Source: an optimization exercise on an open RTL-to-GDS flow (aim: a short achievable clock period and few clock cycles per item). Production flows keep margins and buffers that such runs may drop.
In this exercise RTL edits were held to simulation tests only and were not proved equivalent to the original.
Power is estimated from default activity; no workload was simulated.

File: run.sh
#!/bin/bash
# synth_recipe.tcl (not shown) runs the flow's synth.tcl, then flattens the netlist and writes it again
# the make line also repeats each setting of config.mk as NAME=value (left out here)
make -C /OpenROAD-flow-scripts/flow DESIGN_CONFIG=/design/flow/config.mk WORK_HOME=/design/flow/orfs CLKGATE_MAP_FILE= SYNTH_SCRIPT=/design/flow/synth_recipe.tcl finish
File: config.mk
export PLATFORM = sky130hd
export DESIGN_NAME = mips_core
export DESIGN_NICKNAME = mips_core
export VERILOG_FILES = /design/flow/design.v
export SDC_FILE = /design/flow/constraint.sdc
export NUM_CORES = 4
export LEC_CHECK = 0
export ABC_CLOCK_PERIOD_IN_PS = 2500
export CAP_MARGIN = 20
export CORE_MARGIN = 2
export CORE_UTILIZATION = 40
export SETUP_SLACK_MARGIN = 4.0
export SLEW_MARGIN = 20
export TNS_END_PERCENT = 100
File: constraint.sdc
create_clock -name core_clock -period 7.0 [get_ports {clock}]
set_input_delay 1.4000 -clock core_clock [delete_from_list [all_inputs] [get_ports {clock}]]
set_output_delay 1.4000 -clock core_clock [all_outputs]
set_load 0.01 [all_outputs]
File: design.v
package mips_pkg;
    typedef logic [31:0] word_t;                     
    typedef logic [4:0]  reg_addr_t;                 
    localparam logic [5:0] OP_RTYPE = 6'h00;
    localparam logic [5:0] OP_BEQ   = 6'h04;
    localparam logic [5:0] OP_BNE   = 6'h05;
    localparam logic [5:0] OP_ADDIU = 6'h09;
    localparam logic [5:0] OP_SLTI  = 6'h0a;
    localparam logic [5:0] OP_ANDI  = 6'h0c;
    localparam logic [5:0] OP_ORI   = 6'h0d;
    localparam logic [5:0] OP_LW    = 6'h23;
    localparam logic [5:0] OP_SW    = 6'h2b;
    localparam logic [5:0] FN_ADDU = 6'h21;
    localparam logic [5:0] FN_SUBU = 6'h23;
    localparam logic [5:0] FN_AND  = 6'h24;
    localparam logic [5:0] FN_OR   = 6'h25;
    localparam logic [5:0] FN_SLT  = 6'h2a;
    function automatic word_t add32(input word_t a, input word_t b, input logic cin);
        word_t g, p, gg, pp, gn, pn;
        g  = a & b;
        p  = a ^ b;
        gg = g;
        pp = p;
        gg[0] = g[0] | (p[0] & cin);
        for (int d = 1; d < 32; d = d * 2) begin
            gn = gg;
            pn = pp;
            for (int i = d; i < 32; i++) begin
                gn[i] = gg[i] | (pp[i] & gg[i-d]);
                pn[i] = pp[i] & pp[i-d];
            end
            gg = gn;
            pp = pn;
        end
        add32 = p ^ {gg[30:0], cin};
    endfunction
    function automatic logic sum_eq(input word_t a, input word_t b, input word_t k,
                                    input logic cin);
        word_t r, c;
        r = a ^ b ^ k;
        c = {(a[30:0] & b[30:0]) | ((a[30:0] ^ b[30:0]) & ~k[30:0]), cin};
        sum_eq = (r == c);
    endfunction
endpackage
`timescale 1ns/1ps
module register_file (
    input  logic                clock,
    input  mips_pkg::reg_addr_t rs,
    input  mips_pkg::reg_addr_t rt,
    output mips_pkg::word_t     rs_data,
    output mips_pkg::word_t     rt_data,
    input  logic                wb_write,      
    input  mips_pkg::reg_addr_t wb_reg,
    input  mips_pkg::word_t     wb_data
);
    mips_pkg::word_t regs [31:1];
    always_ff @(posedge clock) begin
        if (wb_write) begin
            regs[wb_reg] <= wb_data;
        end
    end
    assign rs_data = (rs == 5'd0) ? '0 : regs[rs];
    assign rt_data = (rt == 5'd0) ? '0 : regs[rt];
endmodule
`timescale 1ns/1ps
module mips_core #(
    parameter mips_pkg::word_t RESET_PC = '0
) (
    input  logic                clock,
    input  logic                rst_n,
    output mips_pkg::word_t     imem_addr,
    input  mips_pkg::word_t     imem_data,
    output mips_pkg::word_t     dmem_addr,
    output mips_pkg::word_t     dmem_write_data,
    output logic                dmem_read,
    output logic                dmem_write,
    input  mips_pkg::word_t     dmem_read_data,
    output logic                wb_write,
    output mips_pkg::reg_addr_t wb_reg,
    output mips_pkg::word_t     wb_data
);
    logic stall;                                     
    logic redirect;                                  
    logic                d_wr, d_lw, d_sw, d_br, d_bne, d_same, d_pred, d_use_imm;
    logic                d_add, d_sub, d_and, d_or, d_slt;
    mips_pkg::reg_addr_t d_dest;
    mips_pkg::word_t     d_imm, d_pc4, d_rs_snap, d_rt_snap;
    logic                d_fe_rs, d_fm_rs, d_fw_rs, d_fw2_rs, d_fs_rs;
    logic                d_fe_rt, d_fm_rt, d_fw_rt, d_fw2_rt, d_fs_rt;
    logic                e_wr, e_lw, e_sw, e_chk, e_bne, e_pred;
    logic                e_add, e_sub, e_and, e_or, e_slt, e_fa, e_fb, e_fst;
    mips_pkg::reg_addr_t e_dest;
    mips_pkg::word_t     e_a, e_b, e_st, e_alt;
    logic                m_wr, m_lw, m_sw;
    mips_pkg::reg_addr_t m_dest;
    mips_pkg::word_t     m_res, m_st;
    logic                w_wr, w2_wr;
    mips_pkg::reg_addr_t w_reg, w2_reg;
    mips_pkg::word_t     w_data, w2_data;
    mips_pkg::word_t pc, pc4, br_target;
    logic            d_taken;
    assign imem_addr = pc;
    assign pc4       = mips_pkg::add32(pc, 32'd4, 1'b0);
    always_ff @(posedge clock) begin
        if (!rst_n)         pc <= RESET_PC;
        else if (redirect)  pc <= e_alt;
        else if (!stall)    pc <= d_taken ? br_target : pc4;
    end
    logic [5:0]          f_op, f_fn;
    mips_pkg::reg_addr_t f_rs, f_rt, f_rd, f_dest;
    logic                f_rtype_ok, f_imm_alu, f_lw, f_sw, f_br;
    logic                f_use_rs, f_use_rt, f_wr, f_use_imm, f_sext;
    logic                f_add, f_sub, f_and, f_or, f_slt;
    assign f_op = imem_data[31:26];
    assign f_rs = imem_data[25:21];
    assign f_rt = imem_data[20:16];
    assign f_rd = imem_data[15:11];
    assign f_fn = imem_data[5:0];
    always_comb begin
        f_rtype_ok = f_op == mips_pkg::OP_RTYPE &&
                     (f_fn == mips_pkg::FN_ADDU || f_fn == mips_pkg::FN_SUBU ||
                      f_fn == mips_pkg::FN_AND || f_fn == mips_pkg::FN_OR ||
                      f_fn == mips_pkg::FN_SLT);
        f_imm_alu  = f_op == mips_pkg::OP_ADDIU || f_op == mips_pkg::OP_SLTI ||
                     f_op == mips_pkg::OP_ANDI || f_op == mips_pkg::OP_ORI;
        f_lw       = f_op == mips_pkg::OP_LW;
        f_sw       = f_op == mips_pkg::OP_SW;
        f_br       = f_op == mips_pkg::OP_BEQ || f_op == mips_pkg::OP_BNE;
        f_use_rs   = (f_rtype_ok || f_imm_alu || f_lw || f_sw || f_br) && f_rs != 5'd0;
        f_use_rt   = (f_rtype_ok || f_sw || f_br) && f_rt != 5'd0;
        f_dest     = f_rtype_ok ? f_rd : f_rt;
        f_wr       = (f_rtype_ok || f_imm_alu || f_lw) && f_dest != 5'd0;
        f_use_imm  = f_imm_alu || f_lw || f_sw;
        f_sext     = !(f_op == mips_pkg::OP_ANDI || f_op == mips_pkg::OP_ORI);
        f_add      = (f_rtype_ok && f_fn == mips_pkg::FN_ADDU) || f_op == mips_pkg::OP_ADDIU ||
                     f_lw || f_sw;
        f_sub      = f_rtype_ok && f_fn == mips_pkg::FN_SUBU;
        f_and      = (f_rtype_ok && f_fn == mips_pkg::FN_AND) || f_op == mips_pkg::OP_ANDI;
        f_or       = (f_rtype_ok && f_fn == mips_pkg::FN_OR) || f_op == mips_pkg::OP_ORI;
        f_slt      = (f_rtype_ok && f_fn == mips_pkg::FN_SLT) || f_op == mips_pkg::OP_SLTI;
    end
    logic f_he_rs, f_hm_rs, f_hw_rs, f_hw2_rs, f_he_rt, f_hm_rt, f_hw_rt, f_hw2_rt;
    assign f_he_rs  = f_use_rs && d_wr && d_dest == f_rs;
    assign f_hm_rs  = f_use_rs && e_wr && e_dest == f_rs;
    assign f_hw_rs  = f_use_rs && m_wr && m_dest == f_rs;
    assign f_hw2_rs = f_use_rs && w_wr && w_reg  == f_rs;
    assign f_he_rt  = f_use_rt && d_wr && d_dest == f_rt;
    assign f_hm_rt  = f_use_rt && e_wr && e_dest == f_rt;
    assign f_hw_rt  = f_use_rt && m_wr && m_dest == f_rt;
    assign f_hw2_rt = f_use_rt && w_wr && w_reg  == f_rt;
    mips_pkg::word_t f_rs_val, f_rt_val;
    register_file i_regs (
        .clock,
        .rs(f_rs), .rt(f_rt), .rs_data(f_rs_val), .rt_data(f_rt_val),
        .wb_write(w_wr), .wb_reg(w_reg), .wb_data(w_data)
    );
    mips_pkg::word_t ld_fwd, rv_rs, rv_rt;
    logic            needpred, br_eq;
    assign ld_fwd = m_lw ? dmem_read_data : m_res;
    assign rv_rs = ({32{d_fm_rs}} & ld_fwd) | ({32{d_fw_rs}} & w_data)
                 | ({32{d_fw2_rs}} & w2_data) | ({32{d_fs_rs}} & d_rs_snap);
    assign rv_rt = ({32{d_fm_rt}} & ld_fwd) | ({32{d_fw_rt}} & w_data)
                 | ({32{d_fw2_rt}} & w2_data) | ({32{d_fs_rt}} & d_rt_snap);
    assign stall    = e_lw && (d_fe_rs || d_fe_rt);
    assign needpred = d_fe_rs || d_fe_rt || (m_lw && (d_fm_rs || d_fm_rt));
    assign br_eq    = rv_rs == rv_rt;
    assign d_taken  = d_br && ((d_same || needpred) ? d_pred : (br_eq != d_bne));
    assign br_target = mips_pkg::add32(d_pc4, {d_imm[29:0], 2'b00}, 1'b0);
    always_ff @(posedge clock) begin
        if (!rst_n || redirect) begin                
            d_wr     <= 1'b0;
            d_lw     <= 1'b0;
            d_sw     <= 1'b0;
            d_br     <= 1'b0;
            d_fe_rs  <= 1'b0;
            d_fm_rs  <= 1'b0;
            d_fw_rs  <= 1'b0;
            d_fw2_rs <= 1'b0;
            d_fs_rs  <= 1'b0;
            d_fe_rt  <= 1'b0;
            d_fm_rt  <= 1'b0;
            d_fw_rt  <= 1'b0;
            d_fw2_rt <= 1'b0;
            d_fs_rt  <= 1'b0;
        end else if (!stall) begin
            d_wr     <= f_wr;
            d_lw     <= f_lw;
            d_sw     <= f_sw;
            d_br     <= f_br;
            d_fe_rs  <= f_he_rs;
            d_fm_rs  <= f_hm_rs && !f_he_rs;
            d_fw_rs  <= f_hw_rs && !f_he_rs && !f_hm_rs;
            d_fw2_rs <= f_hw2_rs && !f_he_rs && !f_hm_rs && !f_hw_rs;
            d_fs_rs  <= !f_he_rs && !f_hm_rs && !f_hw_rs && !f_hw2_rs;
            d_fe_rt  <= f_he_rt;
            d_fm_rt  <= f_hm_rt && !f_he_rt;
            d_fw_rt  <= f_hw_rt && !f_he_rt && !f_hm_rt;
            d_fw2_rt <= f_hw2_rt && !f_he_rt && !f_hm_rt && !f_hw_rt;
            d_fs_rt  <= !f_he_rt && !f_hm_rt && !f_hw_rt && !f_hw2_rt;
        end else begin                               
            d_fe_rs  <= 1'b0;                        
            d_fm_rs  <= d_fe_rs;
            d_fw_rs  <= 1'b0;
            d_fw2_rs <= 1'b0;
            d_fs_rs  <= !d_fe_rs;
            d_fe_rt  <= 1'b0;
            d_fm_rt  <= d_fe_rt;
            d_fw_rt  <= 1'b0;
            d_fw2_rt <= 1'b0;
            d_fs_rt  <= !d_fe_rt;
        end
    end
    always_ff @(posedge clock) begin
        if (!stall) begin
            d_dest    <= f_dest;
            d_use_imm <= f_use_imm;
            d_bne     <= f_op[0];
            d_same    <= f_rs == f_rt;
            d_pred    <= (f_rs == f_rt) ? !f_op[0] : f_op[0];
            d_add     <= f_add;
            d_sub     <= f_sub;
            d_and     <= f_and;
            d_or      <= f_or;
            d_slt     <= f_slt;
            d_imm     <= {{16{f_sext & imem_data[15]}}, imem_data[15:0]};
            d_pc4     <= pc4;
            d_rs_snap <= f_rs_val;
            d_rt_snap <= f_rt_val;
        end else begin
            d_rs_snap <= rv_rs;
            d_rt_snap <= rv_rt;
        end
    end
    always_ff @(posedge clock) begin
        if (!rst_n || stall) begin
            e_wr  <= 1'b0;
            e_lw  <= 1'b0;
            e_sw  <= 1'b0;
            e_chk <= 1'b0;
        end else begin
            e_wr  <= d_wr;
            e_lw  <= d_lw;
            e_sw  <= d_sw;
            e_chk <= d_br && !d_same && needpred;
        end
    end
    always_ff @(posedge clock) begin
        e_dest <= d_dest;
        e_add  <= d_add;
        e_sub  <= d_sub;
        e_and  <= d_and;
        e_or   <= d_or;
        e_slt  <= d_slt;
        e_bne  <= d_bne;
        e_pred <= d_pred;
        e_alt  <= d_pred ? pc4 : br_target;
        e_fa   <= d_fe_rs;
        e_fb   <= d_fe_rt && !d_use_imm;
        e_fst  <= d_fe_rt;
        e_a    <= rv_rs;
        e_b    <= d_use_imm ? d_imm : rv_rt;
        e_st   <= rv_rt;
    end
    mips_pkg::word_t x_a, x_b, x_st, sum, diff, res;
    logic            lt;
    assign x_a  = e_fa  ? m_res : e_a;
    assign x_b  = e_fb  ? m_res : e_b;
    assign x_st = e_fst ? m_res : e_st;
    assign sum  = mips_pkg::add32(x_a, x_b, 1'b0);
    assign diff = mips_pkg::add32(x_a, ~x_b, 1'b1);
    assign lt   = (x_a[31] != x_b[31]) ? x_a[31] : diff[31];
    assign res  = ({32{e_add}} & sum) | ({32{e_sub}} & diff) | ({32{e_and}} & (x_a & x_b))
                | ({32{e_or}} & (x_a | x_b)) | {31'd0, e_slt & lt};
    assign redirect = e_chk && (((x_a == x_st) != e_bne) != e_pred);
    always_ff @(posedge clock) begin
        if (!rst_n) begin
            m_wr <= 1'b0;
            m_lw <= 1'b0;
            m_sw <= 1'b0;
        end else begin
            m_wr <= e_wr;
            m_lw <= e_lw;
            m_sw <= e_sw;
        end
    end
    always_ff @(posedge clock) begin
        m_dest <= e_dest;
        m_res  <= res;
        m_st   <= x_st;
    end
    assign dmem_addr       = m_res;
    assign dmem_write_data = m_st;
    assign dmem_read       = m_lw;
    assign dmem_write      = m_sw;
    always_ff @(posedge clock) begin
        if (!rst_n) begin
            w_wr  <= 1'b0;
            w2_wr <= 1'b0;
        end else begin
            w_wr  <= m_wr;
            w2_wr <= w_wr;
        end
    end
    always_ff @(posedge clock) begin
        w_reg   <= m_dest;
        w_data  <= ld_fwd;
        w2_reg  <= w_reg;
        w2_data <= w_data;
    end
    assign wb_write = w_wr;
    assign wb_reg   = w_reg;
    assign wb_data  = w_data;
endmodule
==> results of run 1 <==
## final timing paths
kind | from | end
setup / recovery | e_fa$_DFF_P_ | m_res[31]$_DFF_P_
hold / removal | d_sub$_DFFE_PN_ | e_sub$_DFF_P_
hold reg to reg | d_sub$_DFFE_PN_ | e_sub$_DFF_P_
setup reg to reg | e_fa$_DFF_P_ | m_res[31]$_DFF_P_
## critical path, cell delays in order (launching register included)
cell,delay (ps)
dfxtp_4,370
buf_8,170
mux2i_4,300
ha_4,240
or3_4,360
o211a_1,250
a2111o_1,450
o21a_4,240
o21a_4,220
o41ai_4,340
o41ai_4,110
o21bai_1,150
a21oi_1,110
fa_2,520
o22ai_1,80
a221oi_2,190
o211ai_1,100
## cell usage after synthesis (19+ instances only)
master / n
xor2_1: 70
nor4_1: 43
inv_1: 169
a222oi_1: 64
o21bai_1: 24
nor2_1: 269
a21oi_1: 373
mux2i_1: 408
a221oi_1: 29
o22ai_1: 111
nand4_1: 19
o221ai_1: 120
o211a_1: 24
o21a_1: 31
edfxtp_1: 1055
a221o_1: 30
buf_1: 74
nor3_1: 103
xnor2_1: 85
nand2_1: 197
mux2_2: 123
and3_1: 29
clkbuf_1: 269
dfxtp_1: 399
a211oi_1: 38
o21ai_0: 283
buf_2: 19
a21o_1: 23
ha_1: 125
nand3_1: 51
mux4_2: 353
## cells by family (layout without fill, tap and decap cells)
family | after synthesis | in the layout | share of synthesized area, %
flip-flops | 1454 | 1454 | 56.30
AO/OA/AOI/OAI | 1295 | 1295 | 12.13
multiplexers | 884 | 884 | 19.05
AND/OR/NAND/NOR | 802 | 805 | 5.278
buffers and inverters | 545 | 1141 | 2.980
XOR/XNOR | 155 | 155 | 1.927
adder cells (fa/ha/maj) | 129 | 129 | 2.334
other | 0 | 11 | 0
## layout make-up
cell class / count / area (µm²)
inverters: 176 / 676.9
multi-input cells: 3268 / 31050
fillers: 14740 / 87620
repair buffers: 678 / 8055
clock inverters: 67 / 759.5
flip-flops and latches: 1454 / 39980
well taps: 2340 / 2928
diodes: 11 / 27.53
clock buffers: 220 / 4439
## cells in the final DEF (no fill, tap or decap), drive strengths merged, types with 17 or more instances in the layout
master / Yosys / layout
edfxtp: 1055 / 1055
buf: 100 / 477
mux2i: 408 / 408
dfxtp: 399 / 399
a21oi: 373 / 373
mux4: 353 / 353
o21ai: 285 / 285
nor2: 269 / 269
clkbuf: 269 / 229
nand2: 197 / 199
inv: 173 / 177
ha: 125 / 125
mux2: 123 / 123
o221ai: 120 / 120
o22ai: 111 / 111
dlygate4sd2: 0 / 105
nor3: 103 / 103
xnor2: 85 / 85
xor2: 70 / 70
a222oi: 64 / 64
clkinv: 3 / 55
nand3: 51 / 51
nor4: 43 / 43
a211oi: 38 / 38
bufbuf: 0 / 35
o21a: 31 / 31
a221o: 30 / 30
clkdlybuf4s50: 0 / 30
and3: 29 / 29
a221oi: 29 / 29
o211a: 25 / 25
o21bai: 24 / 24
a21o: 23 / 23
nand4: 19 / 19
o31ai: 18 / 18
nand2b: 17 / 17
clkdlybuf4s15: 0 / 17
## power by group
group          switching [mW]  total [mW]  internal (mW)  leakage, nW
clock network            3.62        8.45           4.83         2.54
registers               0.228        9.83           9.60         13.2
logic                    1.98        3.48           1.50         15.9
total                    5.82        21.8           15.9         31.7
## metal layers
| metal | global-route usage [%] | up-vias |
|---|---|---|
| met1 | 38.07 | 26690 |
| met4 | 11.95 | 20 |
| li1 | - | 21830 |
| met2 | 43.25 | 3379 |
| met5 | 0 | - |
| met3 | 7.072 | 610 |
## timing repair
item                                     CTS  global route
pin swaps                                100            77
resized for setup                       1033           120
cloned                                    47             8
buffers inserted                         214            58
endpoints found under the setup margin   473           152
hold buffers                               0             0
==> impl_metrics.ini, run 1 <==
[status]
status = timing/DRC/antenna clean

[power_and_ir_drop]
power.total_mw = 21.75
power_density_mw_per_mm2 = 247.4
p_leak_nw = 31.68
peakVddDrop_uv = 268.4

[detailed_routing]
vias = 52530
dr_wl_met3_um = 30940
antenna_left = 0
topRoutingLayerUsed = met5
wl_met2_um = 119000
routedWlPerCell_um = 31.95
first_iter_violations = 7858
dr.pass1.iters = 7
via_per_inst = 6.395
drc = 0
wl_met1_um = 100500
drt_wl_total_um = 262500

[yosys]
synthFlopType = edfxtp_1
async_reset_ff_share_pct = 0
yosysSeqAreaShare_pct = 56.30
synth_edf_count = 1055
synth_largest_area_cell = edfxtp_1
netlist-cell-type-count = 79
syn_area_per_cell_um2 = 13.38
yosysWarnings = 2
yosys-top-cells-area = edfxtp_1 45%, dfxtp_1 11%, mux4_2 11%
synth_seq_cells = 1454
synth.top_cell.area_share_pct = 44.97
synth.net_count = 5459
syn-cell-area_mm2 = 0.07045
netlist_instances = 5264

[layout]
top_register = i_regs.regs
fin_util_pct = 50.09
drive_above_1_share_pct = 28.57
final_area_mm2 = 0.08792
layoutNonFillerInstCount = 8214
fin_nets = 5932
areaGrowthSynthToFinish_pct = 24.79
largest_reg_flops = 992

[timing]
max_slew.worst_pin.slew_ps = 997.9
hold_slack_ps = 344.0
fin_setup_tns_ps = 0
rsz0062_at_grt = yes
final_hold_viol_count = 0
fmax_mhz = 229.5
fin_crit_ps = 4358
finalCritPeriodShare_pct = 62.26
setup_viol = 0
slew_viol_final = 0
fin_ws_ps = 2642
clock_skew_ps = 34.04
maxSlewHeadroom_pct = 32.77

[setup_path]
worst_ep_arrival_time_ps = 5060
r2r_slack_ps = 2640
criticalPathCategory = reg -> reg
ff2ff_path_depth = 16
critPathCaptureType = flip-flop
startpoint_type = flip-flop
cp_max_fo = 11
cp_data_required_time_ps = 7700

[global_route]
grt_max_degree = 84
grt.total_usage_pct = 28.21
grt_pass1_vias = 49870
antenna_found_initial = 34
gr-total-overflow = 0
grt_first_pass_wirelength_um = 365600

[cts]
clock_path_buffers = 3
cts_max_level = 4
clk_pin_slew_worst_paths_ps = 60
clockRootBuffer = clkbuf_16
tritoncts = built
clock_latency_ps = 830
cts_made_buffers = 159
clock_sinks = 1454

[placement]
routabilityCongestion = 0.8919
place_ws_ps = 1447
dpl-instance-area_mm2 = 0.07568
dp.cells = 7589
io_buffers = 201
dpl.hpwl_um = 148600

[floorplanning]
ioPinCount = 202
die_w_um = 423.7
die-area_mm2 = 0.1795
dieHeight_um = 423.7
core_mm2 = 0.1755
rows = 154
start_util_pct = 40.14

[min_path]
hold_class = reg -> reg
worstHoldPathCells = 0

[flow_run]
max_cap_violations = 0
Testbench counts, summed over its fixed seeds: cycles 44,530, instrs 43,169.
==> run 2: changes to the inputs <==
--- a/design.v
+++ b/design.v
@@ -35,4 +35,23 @@
         add32 = p ^ {gg[30:0], cin};
     endfunction
+    function automatic logic carry31(input word_t a, input word_t b, input logic cin);
+        word_t g, p, gg, pp, gn, pn;
+        g  = a & b;
+        p  = a ^ b;
+        gg = g;
+        pp = p;
+        gg[0] = g[0] | (p[0] & cin);
+        for (int d = 1; d < 32; d = d * 2) begin
+            gn = gg;
+            pn = pp;
+            for (int i = d; i < 32; i++) begin
+                gn[i] = gg[i] | (pp[i] & gg[i-d]);
+                pn[i] = pp[i] & pp[i-d];
+            end
+            gg = gn;
+            pp = pn;
+        end
+        carry31 = gg[30];
+    endfunction
     function automatic logic sum_eq(input word_t a, input word_t b, input word_t k,
                                     input logic cin);
@@ -89,10 +108,12 @@
     logic                d_fe_rt, d_fm_rt, d_fw_rt, d_fw2_rt, d_fs_rt;
     logic                e_wr, e_lw, e_sw, e_chk, e_bne, e_pred;
-    logic                e_add, e_sub, e_and, e_or, e_slt, e_fa, e_fb, e_fst;
+    logic                e_add, e_sub, e_and, e_or, e_slt;
     mips_pkg::reg_addr_t e_dest;
     mips_pkg::word_t     e_a, e_b, e_st, e_alt;
+    mips_pkg::word_t     sum, diff, res;           
+    logic                lt;
     logic                m_wr, m_lw, m_sw;
     mips_pkg::reg_addr_t m_dest;
-    mips_pkg::word_t     m_res, m_st;
+    mips_pkg::word_t     m_res, m_addr, m_st;
     logic                w_wr, w2_wr;
     mips_pkg::reg_addr_t w_reg, w2_reg;
@@ -164,5 +185,19 @@
     assign stall    = e_lw && (d_fe_rs || d_fe_rt);
     assign needpred = d_fe_rs || d_fe_rt || (m_lw && (d_fm_rs || d_fm_rt));
-    assign br_eq    = rv_rs == rv_rt;
+    logic eq_mw, eq_mw2, eq_mt, eq_ww2, eq_wt, eq_w2t, eq_sm, eq_sw, eq_sw2, eq_st;
+    assign eq_mw  = m_res   == w_data;
+    assign eq_mw2 = m_res   == w2_data;
+    assign eq_mt  = m_res   == d_rt_snap;
+    assign eq_ww2 = w_data  == w2_data;
+    assign eq_wt  = w_data  == d_rt_snap;
+    assign eq_w2t = w2_data == d_rt_snap;
+    assign eq_sm  = d_rs_snap == m_res;
+    assign eq_sw  = d_rs_snap == w_data;
+    assign eq_sw2 = d_rs_snap == w2_data;
+    assign eq_st  = d_rs_snap == d_rt_snap;
+    assign br_eq  = (d_fm_rs  && (d_fm_rt || (d_fw_rt && eq_mw) || (d_fw2_rt && eq_mw2) || (d_fs_rt && eq_mt)))
+                 || (d_fw_rs  && ((d_fm_rt && eq_mw) || d_fw_rt || (d_fw2_rt && eq_ww2) || (d_fs_rt && eq_wt)))
+                 || (d_fw2_rs && ((d_fm_rt && eq_mw2) || (d_fw_rt && eq_ww2) || d_fw2_rt || (d_fs_rt && eq_w2t)))
+                 || (d_fs_rs  && ((d_fm_rt && eq_sm) || (d_fw_rt && eq_sw) || (d_fw2_rt && eq_sw2) || (d_fs_rt && eq_st)));
     assign d_taken  = d_br && ((d_same || needpred) ? d_pred : (br_eq != d_bne));
     assign br_target = mips_pkg::add32(d_pc4, {d_imm[29:0], 2'b00}, 1'b0);
@@ -255,22 +290,14 @@
         e_pred <= d_pred;
         e_alt  <= d_pred ? pc4 : br_target;
-        e_fa   <= d_fe_rs;
-        e_fb   <= d_fe_rt && !d_use_imm;
-        e_fst  <= d_fe_rt;
-        e_a    <= rv_rs;
-        e_b    <= d_use_imm ? d_imm : rv_rt;
-        e_st   <= rv_rt;
+        e_a    <= d_fe_rs ? res : rv_rs;
+        e_b    <= (d_fe_rt && !d_use_imm) ? res : d_use_imm ? d_imm : rv_rt;
+        e_st   <= d_fe_rt ? res : rv_rt;
     end
-    mips_pkg::word_t x_a, x_b, x_st, sum, diff, res;
-    logic            lt;
-    assign x_a  = e_fa  ? m_res : e_a;
-    assign x_b  = e_fb  ? m_res : e_b;
-    assign x_st = e_fst ? m_res : e_st;
-    assign sum  = mips_pkg::add32(x_a, x_b, 1'b0);
-    assign diff = mips_pkg::add32(x_a, ~x_b, 1'b1);
-    assign lt   = (x_a[31] != x_b[31]) ? x_a[31] : diff[31];
-    assign res  = ({32{e_add}} & sum) | ({32{e_sub}} & diff) | ({32{e_and}} & (x_a & x_b))
-                | ({32{e_or}} & (x_a | x_b)) | {31'd0, e_slt & lt};
-    assign redirect = e_chk && (((x_a == x_st) != e_bne) != e_pred);
+    assign sum  = mips_pkg::add32(e_a, e_b, 1'b0);
+    assign diff = mips_pkg::add32(e_a, ~e_b, 1'b1);
+    assign lt   = (e_a[31] != e_b[31]) ? e_a[31] : !mips_pkg::carry31(e_a, ~e_b, 1'b1);
+    assign res  = ({32{e_add}} & sum) | ({32{e_sub}} & diff) | ({32{e_and}} & (e_a & e_b))
+                | ({32{e_or}} & (e_a | e_b)) | {31'd0, e_slt & lt};
+    assign redirect = e_chk && (((e_a == e_st) != e_bne) != e_pred);
     always_ff @(posedge clock) begin
         if (!rst_n) begin
@@ -287,7 +314,8 @@
         m_dest <= e_dest;
         m_res  <= res;
-        m_st   <= x_st;
+        m_addr <= sum;                               
+        m_st   <= e_st;
     end
-    assign dmem_addr       = m_res;
+    assign dmem_addr       = m_addr;
     assign dmem_write_data = m_st;
     assign dmem_read       = m_lw;
==> run 2 against run 1 <==
  * Power increased by 5.7%
  * Fmax increased by 28%
  * Core utilization decreased by 0.26 points
  * Synthesized cell count increased by 5.4%
  * Sequential share of layout area decreased by 0.76 points
  * Via count increased by 3.8%
  * Sequential cell count increased by 29
  * Synthesized area increased by 3.9%
  * Highest routed layer unchanged
==> impl_metrics.ini, run 2 <==
[yosys]
syn_area_per_cell_um2 = 13.20
async_reset_ff_share_pct = 0
syn-cell-area_mm2 = 0.07321
yosysMostFrequentCell = edfxtp_1
synthSimpleGateAreaFrac_pct = 5.325
synthXorXnorAreaFrac_pct = 5.910
ys_top_cells_by_count = 1,055 x edfxtp_1, 428 x dfxtp_1, 376 x mux4_2
synth_compound_area_share_pct = 10.20
synth_seq_cells = 1483
yosysSeqAreaShare_pct = 54.97
synth_top_family_by_area = multiplexers
netlist_instances = 5548
synth-adder-area-share_pct = 2.218
synth.top_cell.area_share_pct = 43.27
synth_largest_area_cell = edfxtp_1
synthFlopType = edfxtp_1
synth_edf_count = 1055
yosysWarnings = 2
yosys-top-cells-area = edfxtp_1 43%, dfxtp_1 12%, mux4_2 12%
synthMuxAreaShare_pct = 17.78
synth.net_count = 5742
netlist-cell-type-count = 89

[cts]
clock_path_buffers = 3
clock_latency_ps = 840
clock_sinks = 1483
cts_hold_repair.buffers = 0
tritoncts = built
cts_max_level = 4
cts_made_buffers = 160
clk_pin_slew_worst_paths_ps = 60
clockRootBuffer = clkbuf_16

[flow_run]
max_cap_violations = 0

[layout]
fin_nets = 6118
layout_common_cells = 1,055 x edfxtp_1, 376 x mux4_2, 335 x buf_4
areaGrowthSynthToFinish_pct = 24.20
final_common_cell = edfxtp_1
fin_util_pct = 49.83
largest_reg_flops = 992
top_register = i_regs.regs
drive_above_1_share_pct = 31.67

[setup_path]
crit_slowest_cell = o41a_1
cpMostUsedCell = a31oi_4
slowest_delay_ps = 600
cp_max_fo = 9
startpoint_type = flip-flop
worst_ep_arrival_time_ps = 4120
critPathCaptureType = flip-flop
crit_chain = inv_1, ha_4, nor2_4, nand4_1, or4_4, a31oi_4, o21ba_4, nor3_4, o41a_1, a31oi_4, mux2i_2, mux2_4
criticalPathCategory = reg -> reg
cp_data_required_time_ps = 7710

[timing]
rsz0062_at_grt = yes
setup_viol = 0
final_hold_viol_count = 0
finalCritPeriodShare_pct = 48.71
fmax_mhz = 293.3
clock_skew_ps = 49.80
fin_crit_ps = 3410
slew_viol_final = 0
max_slew.worst_pin.slew_ps = 1314
maxSlewHeadroom_pct = 11.60
fin_setup_tns_ps = 0

[power_and_ir_drop]
peakVddDrop_uv = 212.5
p_leak_nw = 32.77
power_density_mw_per_mm2 = 252.9

[floorplanning]
die_w_um = 431.8
core_mm2 = 0.1825
dieHeight_um = 431.8
start_util_pct = 40.12
rows = 157
ioPinCount = 202
die-area_mm2 = 0.1865

[detailed_routing]
dr.pass1.iters = 13
topRoutingLayerUsed = met5
vias = 54520
drc = 0
first_iter_violations = 8378
dr_wl_met3_um = 38950
wl_met1_um = 109400
drt_wl_total_um = 290500
via_per_inst = 6.449
antenna_left = 0
routedWlPerCell_um = 34.36
wl_met2_um = 125400

[global_route]
grt.total_usage_pct = 30.20
grt_max_degree = 96
antenna_found_initial = 31
grt_pass1_vias = 51990
grt_first_pass_wirelength_um = 399200
gr-total-overflow = 0

[status]
status = timing/DRC/antenna clean

[placement]
routabilityCongestion = 1.025
io_buffers = 201
dpl.hpwl_um = 165800

[min_path]
hold_class = reg -> reg
-- run 2: what timing repair did --
item                       in CTS  in global routing
cloned                         38                  5
setup buffers                 265                 85
resized for setup             966                215
setup endpoints to repair     551                230
pin swaps                     178                123
-- run 2: worst max-delay path, delay by kind of cell, from the launching register on --
family                     cells  cell delay [ps]
DFF                            1              330
adders and majority gates      1              300
buffers and inverters          1               80
muxes                          2              400
and+or+nand+nor                4              820
AOI/OAI and AO/OA              4             1360
-- run 2: final cells by class --
| type | count | area [µm²] |
|---|---|---|
| clock inverters | 86 | 967.2 |
| repair buffers | 717 | 7874 |
| multi-input cells | 3395 | 33340 |
| diodes | 9 | 22.52 |
| fillers | 15370 | 91560 |
| flip-flops and latches | 1483 | 40660 |
| well taps | 2385 | 2984 |
| inverters | 167 | 659.4 |
| clock buffers | 212 | 4424 |
-- run 2: layer usage --
layer / global-route usage [%] / up-vias
li1: - / 22210
met1: 40.32 / 27630
met2: 44.70 / 3854
met3: 9.413 / 809
met4: 14.31 / 16
met5: 0 / -
-- run 2: cell families after synthesis --
kind of cell,count (synthesis)
flip-flops,1483
AO/OA/AOI/OAI,1155
multiplexers,817
AND/OR/NAND/NOR,798
buffers and inverters,673
XOR/XNOR,494
adder cells (fa/ha/maj),128
-- run 2: through the flow --
step	hold slack, ps	instances	total power, mW	setup WS (ps)	area [µm²]
6_report	341.5	8454	23.00	3590	90930
5_1_grt	347.0	8447	23.55	3527	90910
4_1_cts	339.7	8355	22.69	3609	89160
3_5_place_dp	328.5	7754	13.33	2237	77730
3_3_place_gp	327.7	7753	13.32	2231	77720
2_1_floorplan	323.3	5548	12.11	3847	74080
-- run 2: path summary, 6_finish.rpt --
| check | start | to | slack [ps] | cells after the start |
|---|---|---|---|---|
| max | e_b[12]$_DFF_P_ | e_b[0]$_DFF_P_ | 3590 | 12 |
| min | d_and$_DFFE_PN_ | e_and$_DFF_P_ | 340 | 0 |
| max reg2reg | e_b[12]$_DFF_P_ | e_b[0]$_DFF_P_ | 3590 | 12 |
| min reg2reg | d_and$_DFFE_PN_ | e_and$_DFF_P_ | 340 | 0 |
-- run 2: power breakdown --
group | internal (mW) | leakage, nW | switching, mW
Clock | 4.89 | 2.60 | 3.82
Combinational | 1.73 | 16.6 | 2.33
Sequential | 9.76 | 13.5 | 0.468
Total | 16.4 | 32.8 | 6.61
Testbench counts of run 2, summed over its fixed seeds: cycles 44,530, instrs 43,169.
==> run 3: changes to the inputs <==
--- a/design.v
+++ b/design.v
@@ -104,5 +104,9 @@
     logic                d_add, d_sub, d_and, d_or, d_slt;
     mips_pkg::reg_addr_t d_dest;
-    mips_pkg::word_t     d_imm, d_pc4, d_rs_snap, d_rt_snap;
+    mips_pkg::word_t     d_imm, d_rs_snap, d_rt_snap;
+    logic [7:0]          d_pcw;                      
+    logic [8:0]          d_tlo;                      
+    logic [13:0]         d_hi, d_hi_inc, d_hi_dec;   
+    logic [1:0]          d_pcb;
     logic                d_fe_rs, d_fm_rs, d_fw_rs, d_fw2_rs, d_fs_rs;
     logic                d_fe_rt, d_fm_rt, d_fw_rt, d_fw2_rt, d_fs_rt;
@@ -111,5 +115,5 @@
     mips_pkg::reg_addr_t e_dest;
     mips_pkg::word_t     e_a, e_b, e_st, e_alt;
-    mips_pkg::word_t     sum, diff, res;           
+    mips_pkg::word_t     sum, diff, logic_res, res;    
     logic                lt;
     logic                m_wr, m_lw, m_sw;
@@ -119,5 +123,5 @@
     mips_pkg::reg_addr_t w_reg, w2_reg;
     mips_pkg::word_t     w_data, w2_data;
-    mips_pkg::word_t pc, pc4, br_target;
+    mips_pkg::word_t pc, pc4, d_target;
     logic            d_taken;
     assign imem_addr = pc;
@@ -126,5 +130,5 @@
         if (!rst_n)         pc <= RESET_PC;
         else if (redirect)  pc <= e_alt;
-        else if (!stall)    pc <= d_taken ? br_target : pc4;
+        else if (!stall)    pc <= d_taken ? d_target : pc4;
     end
     logic [5:0]          f_op, f_fn;
@@ -161,4 +165,8 @@
         f_slt      = (f_rtype_ok && f_fn == mips_pkg::FN_SLT) || f_op == mips_pkg::OP_SLTI;
     end
+    mips_pkg::word_t f_tlo, f_hi_inc, f_hi_dec;
+    assign f_tlo    = mips_pkg::add32({24'd0, pc[9:2]}, {24'd0, imem_data[7:0]}, 1'b1);
+    assign f_hi_inc = mips_pkg::add32({18'd0, pc[31:18]}, 32'd1, 1'b0);
+    assign f_hi_dec = mips_pkg::add32({18'd0, pc[31:18]}, 32'hffff_ffff, 1'b0);
     logic f_he_rs, f_hm_rs, f_hw_rs, f_hw2_rs, f_he_rt, f_hm_rt, f_hw_rt, f_hw2_rt;
     assign f_he_rs  = f_use_rs && d_wr && d_dest == f_rs;
@@ -183,4 +191,9 @@
     assign rv_rt = ({32{d_fm_rt}} & ld_fwd) | ({32{d_fw_rt}} & w_data)
                  | ({32{d_fw2_rt}} & w2_data) | ({32{d_fs_rt}} & d_rt_snap);
+    mips_pkg::word_t d_tmid;
+    logic [13:0]     d_thi;
+    assign d_tmid   = mips_pkg::add32({24'd0, d_pcw}, {24'd0, d_imm[15:8]}, d_tlo[8]);
+    assign d_thi    = (d_tmid[8] == d_imm[15]) ? d_hi : d_tmid[8] ? d_hi_inc : d_hi_dec;
+    assign d_target = {d_thi, d_tmid[7:0], d_tlo[7:0], d_pcb};
     assign stall    = e_lw && (d_fe_rs || d_fe_rt);
     assign needpred = d_fe_rs || d_fe_rt || (m_lw && (d_fm_rs || d_fm_rt));
@@ -201,5 +214,4 @@
                  || (d_fs_rs  && ((d_fm_rt && eq_sm) || (d_fw_rt && eq_sw) || (d_fw2_rt && eq_sw2) || (d_fs_rt && eq_st)));
     assign d_taken  = d_br && ((d_same || needpred) ? d_pred : (br_eq != d_bne));
-    assign br_target = mips_pkg::add32(d_pc4, {d_imm[29:0], 2'b00}, 1'b0);
     always_ff @(posedge clock) begin
         if (!rst_n || redirect) begin                
@@ -259,5 +271,10 @@
             d_slt     <= f_slt;
             d_imm     <= {{16{f_sext & imem_data[15]}}, imem_data[15:0]};
-            d_pc4     <= pc4;
+            d_pcw     <= pc[17:10];
+            d_tlo     <= f_tlo[8:0];
+            d_pcb     <= pc[1:0];
+            d_hi      <= pc[31:18];
+            d_hi_inc  <= f_hi_inc[13:0];
+            d_hi_dec  <= f_hi_dec[13:0];
             d_rs_snap <= f_rs_val;
             d_rt_snap <= f_rt_val;
@@ -289,14 +306,19 @@
         e_bne  <= d_bne;
         e_pred <= d_pred;
-        e_alt  <= d_pred ? pc4 : br_target;
-        e_a    <= d_fe_rs ? res : rv_rs;
-        e_b    <= (d_fe_rt && !d_use_imm) ? res : d_use_imm ? d_imm : rv_rt;
-        e_st   <= d_fe_rt ? res : rv_rt;
+        e_alt  <= d_pred ? pc4 : d_target;
+        e_a    <= fwd_pick(d_fe_rs, rv_rs);
+        e_b    <= fwd_pick(d_fe_rt && !d_use_imm, d_use_imm ? d_imm : rv_rt);
+        e_st   <= fwd_pick(d_fe_rt, rv_rt);
     end
     assign sum  = mips_pkg::add32(e_a, e_b, 1'b0);
     assign diff = mips_pkg::add32(e_a, ~e_b, 1'b1);
     assign lt   = (e_a[31] != e_b[31]) ? e_a[31] : !mips_pkg::carry31(e_a, ~e_b, 1'b1);
-    assign res  = ({32{e_add}} & sum) | ({32{e_sub}} & diff) | ({32{e_and}} & (e_a & e_b))
-                | ({32{e_or}} & (e_a | e_b)) | {31'd0, e_slt & lt};
+    assign logic_res = ({32{e_and}} & (e_a & e_b)) | ({32{e_or}} & (e_a | e_b))
+                     | {31'd0, e_slt & lt};
+    assign res       = ({32{e_add}} & sum) | ({32{e_sub}} & diff) | logic_res;
+    function automatic mips_pkg::word_t fwd_pick(input logic fwd, input mips_pkg::word_t v);
+        fwd_pick = ({32{fwd && e_add}} & sum) | ({32{fwd && e_sub}} & diff)
+                 | ({32{fwd && !e_add && !e_sub}} & logic_res) | ({32{!fwd}} & v);
+    endfunction
     assign redirect = e_chk && (((e_a == e_st) != e_bne) != e_pred);
     always_ff @(posedge clock) begin
==> run 3 against run 2 <==
  * Still clean on timing, DRC and antenna
  * Via count rose by 0.29%
  * Non-clock buffer count decreased by 52
  * Sequential share of layout area is 0.17 points higher
  * Critical path type unchanged
  * Largest power group unchanged
  * Highest routed layer unchanged
==> impl_metrics.ini, run 3 <==
[placement]
io_buffers = 201
dp.cells = 7900
place_ws_ps = 2025
routabilityCongestion = 1.075
dpl-instance-area_mm2 = 0.07929
dpl.hpwl_um = 171700

[power_and_ir_drop]
p_leak_nw = 34.07
power.total_mw = 22.37
power_density_mw_per_mm2 = 241.8
peakVddDrop_uv = 260.0

[layout]
final_common_cell = edfxtp_1
fin_util_pct = 49.83
drive_above_1_share_pct = 30.89
layout_common_cells = 1,083 x edfxtp_1, 392 x mux4_2, 351 x mux2i_1
largest_reg_flops = 992
areaGrowthSynthToFinish_pct = 23.64
fin_nets = 6085
final_area_mm2 = 0.09251
top_register = i_regs.regs
layoutNonFillerInstCount = 8530
fillers = 15690

[yosys]
synth.net_count = 5781
syn_area_per_cell_um2 = 13.37
ys_top_cells_by_count = 1,083 x edfxtp_1, 428 x dfxtp_1, 392 x mux4_2
synthFlopType = edfxtp_1
netlist_instances = 5597
syn-cell-area_mm2 = 0.07482
yosys-top-cells-area = edfxtp_1 43%, mux4_2 12%, dfxtp_1 11%
yosysMostFrequentCell = edfxtp_1
netlist-cell-type-count = 88
async_reset_ff_share_pct = 0
synth_seq_cells = 1511
synth.top_cell.area_share_pct = 43.47
yosysWarnings = 2
yosysSeqAreaShare_pct = 54.92
synth_edf_count = 1083
synth_largest_area_cell = edfxtp_1

[floorplanning]
start_util_pct = 40.30
die-area_mm2 = 0.1905
die_w_um = 436.5
core_mm2 = 0.1856
dieHeight_um = 436.5
ioPinCount = 202
rows = 158

[detailed_routing]
antenna_left = 0
drc = 0
via_per_inst = 6.410
dr.pass1.iters = 10
routedWlPerCell_um = 35.22
first_iter_violations = 8171
vias = 54680
drt_wl_total_um = 300400

[setup_path]
worst_ep_arrival_time_ps = 4290
worst-path-buf-inv = 5
cpLargestDelayFamily = simple AND/OR/NAND/NOR gates
critPathCaptureType = flip-flop
ff2ff_path_depth = 16
cp_max_fo = 6
cpMostUsedCell = buf_12
slowest_delay_ps = 570
startpoint_type = flip-flop
cp_data_required_time_ps = 7720
crit_chain = buf_12, xor2_4, nor4_4, nand3_1, nor3_2, o41ai_2, nand4_1, mux2i_2, o21ai_4, buf_12, buf_12, buf_12, buf_16, mux2i_1, a211oi_1, a21o_1
crit_slowest_cell = nor4_4
criticalPathCategory = reg -> reg
worst-path-stages = 16

[cts]
clockRootBuffer = clkbuf_16
clock_sinks = 1511
clk_pin_slew_worst_paths_ps = 60
cts_max_level = 4
tritoncts = built
clock_latency_ps = 840
clock_path_buffers = 3
cts_hold_repair.buffers = 0
cts_made_buffers = 162

[global_route]
gr-total-overflow = 0
antenna_found_initial = 35
grt_first_pass_wirelength_um = 411500
grt_max_degree = 81
grt_pass1_vias = 52080
grt.total_usage_pct = 30.60

[timing]
final_hold_viol_count = 0
fmax_mhz = 280.3
finalCritPeriodShare_pct = 50.96
setup_viol = 0
maxSlewHeadroom_pct = 15.66
rsz0062_at_grt = yes
hold_slack_ps = 347.7
fin_setup_tns_ps = 0
fin_ws_ps = 3433
clock_skew_ps = 35.50
max_slew.worst_pin.slew_ps = 1254
slew_viol_final = 0
fin_crit_ps = 3567

[min_path]
worstHoldPathCells = 0
hold_class = reg -> reg

[status]
status = timing/DRC/antenna clean

[flow_run]
max_cap_violations = 0
run 3: changes by cell type in the layout (fill, tap and decap cells not counted), moves of 28 or more:
cell       previous run  this run
a21oi_1             270       315
a2bb2oi_1             5        33
buf_4               335       272
edfxtp_1           1055      1083
mux2i_1             319       351
nor2_1              143       202
o21ai_0             186       116
xnor2_1             269       158
xor2_1              191       284
run 3: report_power, final:
group / internal [mW] / switching, mW
logic: 1.50 / 2.02
clock network: 4.98 / 3.71
registers: 9.81 / 0.350
run 3: logic make-up (layout without fill, tap and decap cells):
group	after synthesis	in the layout	synth area share [%]
simple gates	857	859	5.576
buf+inv	656	1091	3.738
compound gates	1099	1099	9.743
mux	846	846	18.03
xor+xnor	510	510	5.970
flops	1511	1511	54.92
other cells	0	16	0
fa+ha+maj	118	118	2.024
run 3: path summary, 6_finish.rpt:
path,start,endpoint,slack [ps]
max,w_data[17]$_DFF_P_,pc[30]$_SDFFE_PN0P_,3430
min,d_add$_DFFE_PN_,e_add$_DFF_P_,350
max reg2reg,w_data[17]$_DFF_P_,pc[30]$_SDFFE_PN0P_,3430
min reg2reg,d_add$_DFFE_PN_,e_add$_DFF_P_,350
run 3: timing repair:
item,4_1_cts,5_1_grt
setup endpoints to repair,427,171
setup buffers,190,56
pin swaps,136,111
gates resized for setup,1055,204
gates cloned,65,5
run 3: final cells by class:
type	count	area [µm²]	share of cell area, %
flip-flops and latches	1511	41520	44.89
multi-input cells	3432	33770	36.51
repair buffers	665	8245	8.913
clock buffers	222	4563	4.933
well taps	2480	3103	3.354
clock inverters	75	742.0	0.8021
inverters	129	513.0	0.5546
diodes	16	40.04	0.04328
run 3: layer usage:
layer	global-route usage [%]	routed length, µm	vias to the layer above
li1	-	-	22160
met1	40.40	112900	27950
met2	46.88	134500	3735
met3	6.916	33640	829
met4	16.52	19300	10
met5	0	58	-
run 3: worst register-to-register path: stages, from the launching register on:
cell      delay, ps
dfxtp_4         350
buf_12          140
xor2_4          190
nor4_4          570
nand3_1         170
nor3_2          270
o41ai_2          90
nand4_1         300
mux2i_2         320
o21ai_4          80
buf_12          150
buf_12          140
buf_12          120
buf_16          140
mux2i_1         150
a211oi_1         90
a21o_1          190
Testbench counts of run 3, summed over its fixed seeds: cycles 44,530, instrs 43,169.
==> run 4: changes to the inputs <==
--- a/config.mk
+++ b/config.mk
@@ -9,5 +9,6 @@
 export CAP_MARGIN = 20
 export CORE_MARGIN = 2
-export CORE_UTILIZATION = 40
+export CORE_UTILIZATION = 55
+export PLACE_DENSITY = 0.7
 export SETUP_SLACK_MARGIN = 4.0
 export SLEW_MARGIN = 20
==> run 4 against run 3 <==
  * Global-route usage up 9.9 points
  * Sequential power about the same
  * Combinational power down 3%
  * First-iteration DRC count up 8.5%
  * Highest routed layer unchanged
  * Sequential cell count unchanged
  * Clock power down 0.7%
  * Die area down 27%
  * Clock-buffer cell count down 18
  * Synthesized cell count unchanged
  * Routed wire length down 3.5%
  * Critical path type unchanged
  * Core utilization up 18 points
  * Non-clock buffer count down 6
==> impl_metrics.ini, run 4 <==
[status]
status = timing/DRC/antenna clean

[yosys]
syn-cell-area_mm2 = 0.07482
yosysMostFrequentCell = edfxtp_1
synth_top_family_by_area = multiplexers
netlist_instances = 5597
yosysSeqAreaShare_pct = 54.92
yosys-top-cells-area = edfxtp_1 43%, mux4_2 12%, dfxtp_1 11%
synthMuxAreaShare_pct = 18.03
ys_top_cells_by_count = 1,083 x edfxtp_1, 428 x dfxtp_1, 392 x mux4_2
synth_seq_cells = 1511
netlist-cell-type-count = 88
yosysWarnings = 2
async_reset_ff_share_pct = 0
synth-adder-area-share_pct = 2.024
synth.net_count = 5781
synthXorXnorAreaFrac_pct = 5.970
synth_compound_area_share_pct = 9.743
synthFlopType = edfxtp_1
synth.top_cell.area_share_pct = 43.47
synth_largest_area_cell = edfxtp_1
syn_area_per_cell_um2 = 13.37
synthSimpleGateAreaFrac_pct = 5.576
synth_edf_count = 1083

[floorplanning]
core_mm2 = 0.1353
die-area_mm2 = 0.1390
dieHeight_um = 372.8
rows = 135
start_util_pct = 55.30
ioPinCount = 202
die_w_um = 372.8

[global_route]
antenna_found_initial = 29
gr-total-overflow = 0
grt_first_pass_wirelength_um = 398900
grt_max_degree = 79
grt.total_usage_pct = 40.54
grt_pass1_vias = 53280

[layout]
layout_common_cells = 1,083 x edfxtp_1, 392 x mux4_2, 350 x mux2i_1
top_register = i_regs.regs
final_common_cell = edfxtp_1
fillers = 9299
final_area_mm2 = 0.09133
fin_nets = 6076
largest_reg_flops = 992
areaGrowthSynthToFinish_pct = 22.07
drive_above_1_share_pct = 31.19

[cts]
cts_made_buffers = 158
cts_hold_repair.buffers = 0
clock_latency_ps = 830
clockRootBuffer = clkbuf_16
clock_sinks = 1511
tritoncts = built
clk_pin_slew_worst_paths_ps = 60
clock_path_buffers = 3
cts_max_level = 4

[placement]
routabilityCongestion = 1.055
io_buffers = 201
dpl.hpwl_um = 163400
dpl-instance-area_mm2 = 0.07827

[detailed_routing]
wl_met2_um = 126900
first_iter_violations = 8864
topRoutingLayerUsed = met5
via_per_inst = 7.104
dr.pass1.iters = 10
drc = 0
dr_wl_met3_um = 41450
routedWlPerCell_um = 37.08
vias = 55520
antenna_left = 0
drt_wl_total_um = 289800
wl_met1_um = 99790

[power_and_ir_drop]
p_seq_share_pct = 45.8
p_int_mw = 16.19
p_comb_share_pct = 15.4
p_sw_share_pct = 27.17
netSwitchingPower_mw = 6.042
peakVddDrop_uv = 212.5
p_leak_nw = 33.96
clockPowerShare_pct = 38.8
power.total_mw = 22.23
power_density_mw_per_mm2 = 243.4

[timing]
max_slew.worst_pin.slew_ps = 1262
fin_setup_tns_ps = 0
finalCritPeriodShare_pct = 48.88
maxSlewHeadroom_pct = 15.11
setup_viol = 0
final_hold_viol_count = 0
clock_skew_ps = 29.20
fmax_mhz = 292.3
rsz0062_at_grt = yes
fin_crit_ps = 3422
slew_viol_final = 0

[min_path]
hold_class = reg -> reg

[setup_path]
cp_max_fo = 7
cp_data_required_time_ps = 7750
worst_ep_arrival_time_ps = 4170
critPathCaptureType = flip-flop
startpoint_type = flip-flop
criticalPathCategory = reg -> reg

[flow_run]
max_cap_violations = 0
[run 4: kinds of logic (layout without fill, tap and decap cells)]
logic type	after synthesis	after routing
buffers and inverters	656	1083
AO/OA/AOI/OAI	1099	1100
AND/OR/NAND/NOR	857	859
XOR/XNOR	510	510
flip-flops	1511	1511
adder cells (fa/ha/maj)	118	118
other	0	7
multiplexers	846	846
[run 4: power groups by stage]
stage	registers (mW)	logic [mW]	clock network, mW
2_1_floorplan	10.2	1.82	0
3_3_place_gp	10.3	2.62	0
3_5_place_dp	10.3	2.63	0
4_1_cts	10.2	3.08	8.63
5_1_grt	10.2	3.54	8.98
6_report	10.2	3.43	8.63
[run 4: critical path, cell delays in order, from the launching register on]
cell and delay (ps):
dfxtp_2 440, xor2_1 480, nor4_2 120, nand4_1 130, nor3_2 70, o41ai_2 310
nand4_1 390, mux2i_4 340, o21ai_4 160, buf_12 170, buf_12 150, buf_4 120
nor2_1 40, o311a_1 320, nor2_1 100
[run 4: per-stage QoR]
| step | hold slack [ps] | util, % | cells | worst slack [ps] |
|---|---|---|---|---|
| final | 344.9 | 67.50 | 7815 | 3578 |
| after global routing | 347.0 | 67.49 | 7810 | 3507 |
| after CTS | 346.7 | 65.98 | 7725 | 3663 |
| after detailed placement | 333.4 | 57.85 | 7193 | 1954 |
| after global placement | 325.6 | 57.83 | 7192 | 1959 |
| after floorplan | 323.3 | - | 5597 | 3624 |
[run 4: worst paths after layout]
kind | start | slack, ps | cells past startpoint | endpoint
worst max-delay path | d_rs_snap[26]$_DFF_P_ | 3580 | 14 | pc[11]$_SDFFE_PN0P_
worst min-delay path | d_sub$_DFFE_PN_ | 340 | 0 | e_sub$_DFF_P_
worst max register to register | d_rs_snap[26]$_DFF_P_ | 3580 | 14 | pc[11]$_SDFFE_PN0P_
worst min register to register | d_sub$_DFFE_PN_ | 340 | 0 | e_sub$_DFF_P_
[run 4: cell type report]
| class | instances | area, µm² | area share [%] |
|---|---|---|---|
| antenna | 7 | 17.52 | 0.01918 |
| inverter | 129 | 523.0 | 0.5726 |
| clock inverter | 91 | 935.9 | 1.025 |
| sequential | 1511 | 41550 | 45.50 |
| tap | 1781 | 2228 | 2.440 |
| multi-input combinational | 3433 | 33870 | 37.08 |
| clock buffer | 204 | 4298 | 4.706 |
| timing repair buffer | 659 | 7904 | 8.654 |
[run 4: timing repair]
action                     in CTS  in global routing
gates resized for setup       955                291
pin swaps                     122                151
gates cloned                   57                  7
setup endpoints to repair     451                205
setup buffers                 180                 76
[run 4: per-layer routing]
layer  vias up  GRT usage (%)
met1     27620          52.41
met5         -              0
li1      22160              -
met2      4558          60.10
met3      1161          12.58
met4        22          24.54
==> run 5: changes to the inputs <==
--- a/design.v
+++ b/design.v
@@ -102,4 +102,5 @@
     logic redirect;                                  
     logic                d_wr, d_lw, d_sw, d_br, d_bne, d_same, d_pred, d_use_imm;
+    logic                d_rs_zero, d_rt_zero;       
     logic                d_add, d_sub, d_and, d_or, d_slt;
     mips_pkg::reg_addr_t d_dest;
@@ -112,4 +113,5 @@
     logic                d_fe_rt, d_fm_rt, d_fw_rt, d_fw2_rt, d_fs_rt;
     logic                e_wr, e_lw, e_sw, e_chk, e_bne, e_pred;
+    logic                e_lda, e_ldst;              
     logic                e_add, e_sub, e_and, e_or, e_slt;
     mips_pkg::reg_addr_t e_dest;
@@ -196,5 +198,5 @@
     assign d_thi    = (d_tmid[8] == d_imm[15]) ? d_hi : d_tmid[8] ? d_hi_inc : d_hi_dec;
     assign d_target = {d_thi, d_tmid[7:0], d_tlo[7:0], d_pcb};
-    assign stall    = e_lw && (d_fe_rs || d_fe_rt);
+    assign stall    = e_lw && !d_br && (d_fe_rs || (d_fe_rt && !d_sw));
     assign needpred = d_fe_rs || d_fe_rt || (m_lw && (d_fm_rs || d_fm_rt));
     logic eq_mw, eq_mw2, eq_mt, eq_ww2, eq_wt, eq_w2t, eq_sm, eq_sw, eq_sw2, eq_st;
@@ -213,5 +215,12 @@
                  || (d_fw2_rs && ((d_fm_rt && eq_mw2) || (d_fw_rt && eq_ww2) || d_fw2_rt || (d_fs_rt && eq_w2t)))
                  || (d_fs_rs  && ((d_fm_rt && eq_sm) || (d_fw_rt && eq_sw) || (d_fw2_rt && eq_sw2) || (d_fs_rt && eq_st)));
-    assign d_taken  = d_br && ((d_same || needpred) ? d_pred : (br_eq != d_bne));
+    logic zk, ex_zero;
+    mips_pkg::word_t zx;
+    assign zk      = ((d_fe_rs && d_rt_zero) || (d_fe_rt && d_rs_zero)) && !e_lw && !e_slt;
+    assign zx      = (e_a ^ e_b) ^ {e_a[30:0] | e_b[30:0], 1'b0};    
+    assign ex_zero = (e_add && zx == '0) || (e_sub && e_a == e_b)
+                  || (e_and && (e_a & e_b) == '0) || (e_or && (e_a | e_b) == '0);
+    assign d_taken = d_br && (d_same ? d_pred : zk ? (ex_zero != d_bne)
+                                     : needpred ? d_pred : (br_eq != d_bne));
     always_ff @(posedge clock) begin
         if (!rst_n || redirect) begin                
@@ -264,4 +273,6 @@
             d_bne     <= f_op[0];
             d_same    <= f_rs == f_rt;
+            d_rs_zero <= f_rs == 5'd0;
+            d_rt_zero <= f_rt == 5'd0;
             d_pred    <= (f_rs == f_rt) ? !f_op[0] : f_op[0];
             d_add     <= f_add;
@@ -294,5 +305,5 @@
             e_lw  <= d_lw;
             e_sw  <= d_sw;
-            e_chk <= d_br && !d_same && needpred;
+            e_chk <= d_br && !d_same && needpred && !zk;
         end
     end
@@ -307,4 +318,6 @@
         e_pred <= d_pred;
         e_alt  <= d_pred ? pc4 : d_target;
+        e_lda  <= d_fe_rs && e_lw;
+        e_ldst <= d_fe_rt && e_lw;
         e_a    <= fwd_pick(d_fe_rs, rv_rs);
         e_b    <= fwd_pick(d_fe_rt && !d_use_imm, d_use_imm ? d_imm : rv_rt);
@@ -321,5 +334,8 @@
                  | ({32{fwd && !e_add && !e_sub}} & logic_res) | ({32{!fwd}} & v);
     endfunction
-    assign redirect = e_chk && (((e_a == e_st) != e_bne) != e_pred);
+    mips_pkg::word_t cmp_a, cmp_b;
+    assign cmp_a    = e_lda  ? dmem_read_data : e_a;
+    assign cmp_b    = e_ldst ? dmem_read_data : e_st;
+    assign redirect = e_chk && (((cmp_a == cmp_b) != e_bne) != e_pred);
     always_ff @(posedge clock) begin
         if (!rst_n) begin
@@ -337,5 +353,5 @@
         m_res  <= res;
         m_addr <= sum;                               
-        m_st   <= e_st;
+        m_st   <= cmp_b;
     end
     assign dmem_addr       = m_addr;
--- a/config.mk
+++ b/config.mk
@@ -9,6 +9,5 @@
 export CAP_MARGIN = 20
 export CORE_MARGIN = 2
-export CORE_UTILIZATION = 55
-export PLACE_DENSITY = 0.7
+export CORE_UTILIZATION = 40
 export SETUP_SLACK_MARGIN = 4.0
 export SLEW_MARGIN = 20
==> run 5 against run 4 <==
  * Still clean on timing, DRC and antenna
  * Worst setup slack lost 77 ps
  * Clock power increased by 3.7%
  * Synthesized area increased by 1.9%
  * Via count shrank 3.1%
  * Fmax fell by 2.2%
  * Worst hold slack got worse by 1.9 ps
  * Core utilization shrank 17 points
  * Routed wire length grew 5.3%
  * Critical endpoint is now pc[27]$_SDFFE_PN0P_
==> impl_metrics.ini, run 5 <==
[setup_path]
crit_chain = clkdlybuf4s50_1, inv_1, nor2_2, nand2_1, o311ai_1
worst_ep_arrival_time_ps = 4240
cpLargestDelayFamily = buffers and inverters
worst-path-buf-inv = 2
critPathCaptureType = flip-flop
cp_max_fo = 24
cp_data_required_time_ps = 7740
criticalPathCategory = in -> reg
slowest_delay_ps = 1180
startpoint_type = input pin
crit_slowest_cell = clkdlybuf4s50_1

[flow_run]
max_cap_violations = 0

[yosys]
synthFlopType = edfxtp_1
syn-cell-area_mm2 = 0.07623
yosysWarnings = 2
syn_area_per_cell_um2 = 14.18
yosysMostFrequentCell = edfxtp_1
ys_top_cells_by_count = 1,085 x edfxtp_1, 576 x mux4_2, 430 x dfxtp_1
synth.net_count = 5559
netlist_instances = 5375
synth.top_cell.area_share_pct = 42.74
synth_largest_area_cell = edfxtp_1
yosys-top-cells-area = edfxtp_1 43%, mux4_2 17%, dfxtp_1 11%
netlist-cell-type-count = 92
synth_edf_count = 1085
synth_seq_cells = 1515
yosysSeqAreaShare_pct = 54.04
async_reset_ff_share_pct = 0

[timing]
max_slew.worst_pin.slew_ps = 1414
fin_ws_ps = 3501
slew_viol_final = 0
maxSlewHeadroom_pct = 4.866
clock_skew_ps = 49.69
hold_slack_ps = 343.0
final_hold_viol_count = 0
fmax_mhz = 285.8
finalCritPeriodShare_pct = 49.99
fin_setup_tns_ps = 0
setup_viol = 0
rsz0062_at_grt = yes
fin_crit_ps = 3499

[floorplanning]
rows = 160
ioPinCount = 202
die_w_um = 440.5
start_util_pct = 40.16
core_mm2 = 0.1898
dieHeight_um = 440.5
die-area_mm2 = 0.1941

[power_and_ir_drop]
netSwitchingPower_mw = 6.476
p_sw_share_pct = 27.99
p_int_mw = 16.66
p_leak_nw = 34.34
p_comb_share_pct = 17.3
p_seq_share_pct = 44.0
power_density_mw_per_mm2 = 241.1
peakVddDrop_uv = 195.4
clockPowerShare_pct = 38.7

[layout]
multi_input_area_mm2 = 0.03613
fillers = 15820
final_common_cell = edfxtp_1
largest_reg_flops = 992
areaGrowthSynthToFinish_pct = 25.90
drive_above_1_share_pct = 37.86
ff_latch_area_mm2 = 0.04172
fin_nets = 5957
top_register = i_regs.regs
layout_common_cells = 1,085 x edfxtp_1, 576 x mux4_2, 316 x buf_4

[cts]
cts_made_buffers = 168
clock_sinks = 1515
clk_pin_slew_worst_paths_ps = 60
cts_max_level = 4
clock_path_buffers = 3
clockRootBuffer = clkbuf_16
clock_latency_ps = 880
tritoncts = built

[global_route]
antenna_found_initial = 29
grt_max_degree = 78
grt_pass1_vias = 52520
grt_first_pass_wirelength_um = 417000
gr-total-overflow = 0
grt.total_usage_pct = 30.81

[min_path]
hold_class = reg -> reg

[placement]
place_ws_ps = 1107
routabilityCongestion = 1.049
dpl.hpwl_um = 177000
io_buffers = 201

[detailed_routing]
drc = 0
vias = 53820
first_iter_violations = 8232
drt_wl_total_um = 305300
antenna_left = 0
via_per_inst = 6.377
routedWlPerCell_um = 36.17
dr.pass1.iters = 7

[status]
status = timing/DRC/antenna clean
==> run 5: cell types whose count changed after synthesis, moves of 67 or more <==
cell      previous run  this run
a21oi_1            361       190
xor2_1             325       216
o21ai_0            138        71
o22ai_1            123        41
o221ai_1            87         1
mux2i_1            361       241
xnor2_1            185       332
mux4_2             392       576
==> run 5: cells by family after synthesis <==
family / count (synthesis) / share of synthesized area [%]
adder cells (fa/ha/maj): 118 / 1.986
multiplexers: 925 / 21.78
XOR/XNOR: 548 / 6.297
AO/OA/AOI/OAI: 701 / 6.410
flip-flops: 1515 / 54.04
AND/OR/NAND/NOR: 922 / 5.916
buffers and inverters: 646 / 3.572
==> run 5: final cells by class <==
| type | instances | area share [%] |
|---|---|---|
| Antenna cell | 14 | 0.03651 |
| Clock buffer | 216 | 4.730 |
| Clock inverter | 95 | 1.004 |
| Inverter | 144 | 0.6063 |
| Multi-Input combinational cell | 3223 | 37.65 |
| Sequential cell | 1515 | 43.48 |
| Tap cell | 2511 | 3.274 |
| Timing Repair Buffer | 721 | 9.223 |
==> run 5: timing repair <==
item | CTS | global route
cloned | 76 | 5
gates resized for setup | 1139 | 414
pin swaps | 163 | 151
hold buffers | 0 | 0
setup endpoints to repair | 640 | 231
setup buffers | 227 | 97
==> run 5: per-layer routing <==
metal | track usage [%] | routed length [µm]
met5 | 0 | 48
met4 | 14.70 | 17230
met1 | 40.93 | 116100
met2 | 47.08 | 137500
met3 | 8.041 | 34340
==> run 5: worst reg2reg max path, stage by stage, from the launching register on <==
cell and delay, ps:
dfxtp_4 380, inv_4 40, ha_4 260, xnor2_2 150
nor3b_4 310, nand4_1 280, nor4_4 400, a2111oi_4 100
xnor2_2 190, mux2i_1 220, o211a_4 270, nor2_4 80
buf_6 190, or3_1 320, a41oi_2 160
==> run 5: power by group through the flow <==
stage          sequential, mW  combinational, mW  clock, mW
2_1_floorplan            10.1               1.99          0
3_3_place_gp             10.4               2.92          0
3_5_place_dp             10.4               2.92          0
4_1_cts                  10.1               3.63       9.03
5_1_grt                  10.2               4.15       9.38
6_report                 10.2               4.01       8.95
==> run 5: per-stage QoR <==
| step | total power [mW] | utilization (%) | instance area (µm²) | instances |
|---|---|---|---|---|
| finish | 23.13 | 50.57 | 95970 | 8439 |
| global route | 23.70 | 50.55 | 95940 | 8430 |
| CTS | 22.80 | 49.19 | 93350 | 8322 |
| detailed placement | 13.27 | 42.50 | 80660 | 7708 |
| global placement | 13.27 | 42.50 | 80660 | 7708 |
| floorplan | 12.14 | - | 77130 | 5375 |
==> run 5: worst paths after layout <==
| kind | to | slack (ps) | cells after the start | from |
|---|---|---|---|---|
| max | pc[27]$_SDFFE_PN0P_ | 3500 | 5 | rst_n |
| min | e_slt$_DFF_P_ | 340 | 0 | d_slt$_DFFE_PN_ |
| max reg2reg | pc[26]$_SDFFE_PN0P_ | 3560 | 14 | e_a[7]$_DFF_P_ |
| min reg2reg | e_slt$_DFF_P_ | 340 | 0 | d_slt$_DFFE_PN_ |
Testbench counts of run 5, summed over its fixed seeds: cycles 43,815, instrs 43,169.

## re-timing with driven ports
Ports are ideal in the flow. The routed layouts listed here were re-timed in OpenROAD. Step 1 (the two cells are an assumption about what drives the block):
set clk [get_ports {clock}]
set_driving_cell -lib_cell sky130_fd_sc_hd__clkbuf_16 $clk
set_driving_cell -lib_cell sky130_fd_sc_hd__buf_2 [delete_from_list [all_inputs] $clk]
Step 2 moves the port delays by t, midway between the first and last clock arrival at a register: inputs arrive t later, outputs are due t later. That takes back most of the time a late clock gives input paths. Slacks: ideal / step 1 / step 2; pairs: ideal / step 1.
run | shift t [ns] | slack for setup (ns) | worst setup path after step 2
run 1 | 0.897 | 2.642 / 2.642 / 2.271 | input to register
run 2 | 0.895 | 3.590 / 3.590 / 2.914 | input to register
run 3 | 0.907 | 3.433 / 3.433 / 2.950 | input to register
run 4 | 0.895 | 3.578 / 3.578 / 2.842 | input to register
run 5 | 0.933 | 3.501 / 3.562 / 2.629 | input to register
After both steps every run listed still meets setup and hold. For run 5, which loses most, drivers alone change the setup slack by +0.061 ns; drivers and shift together by -0.872 ns.
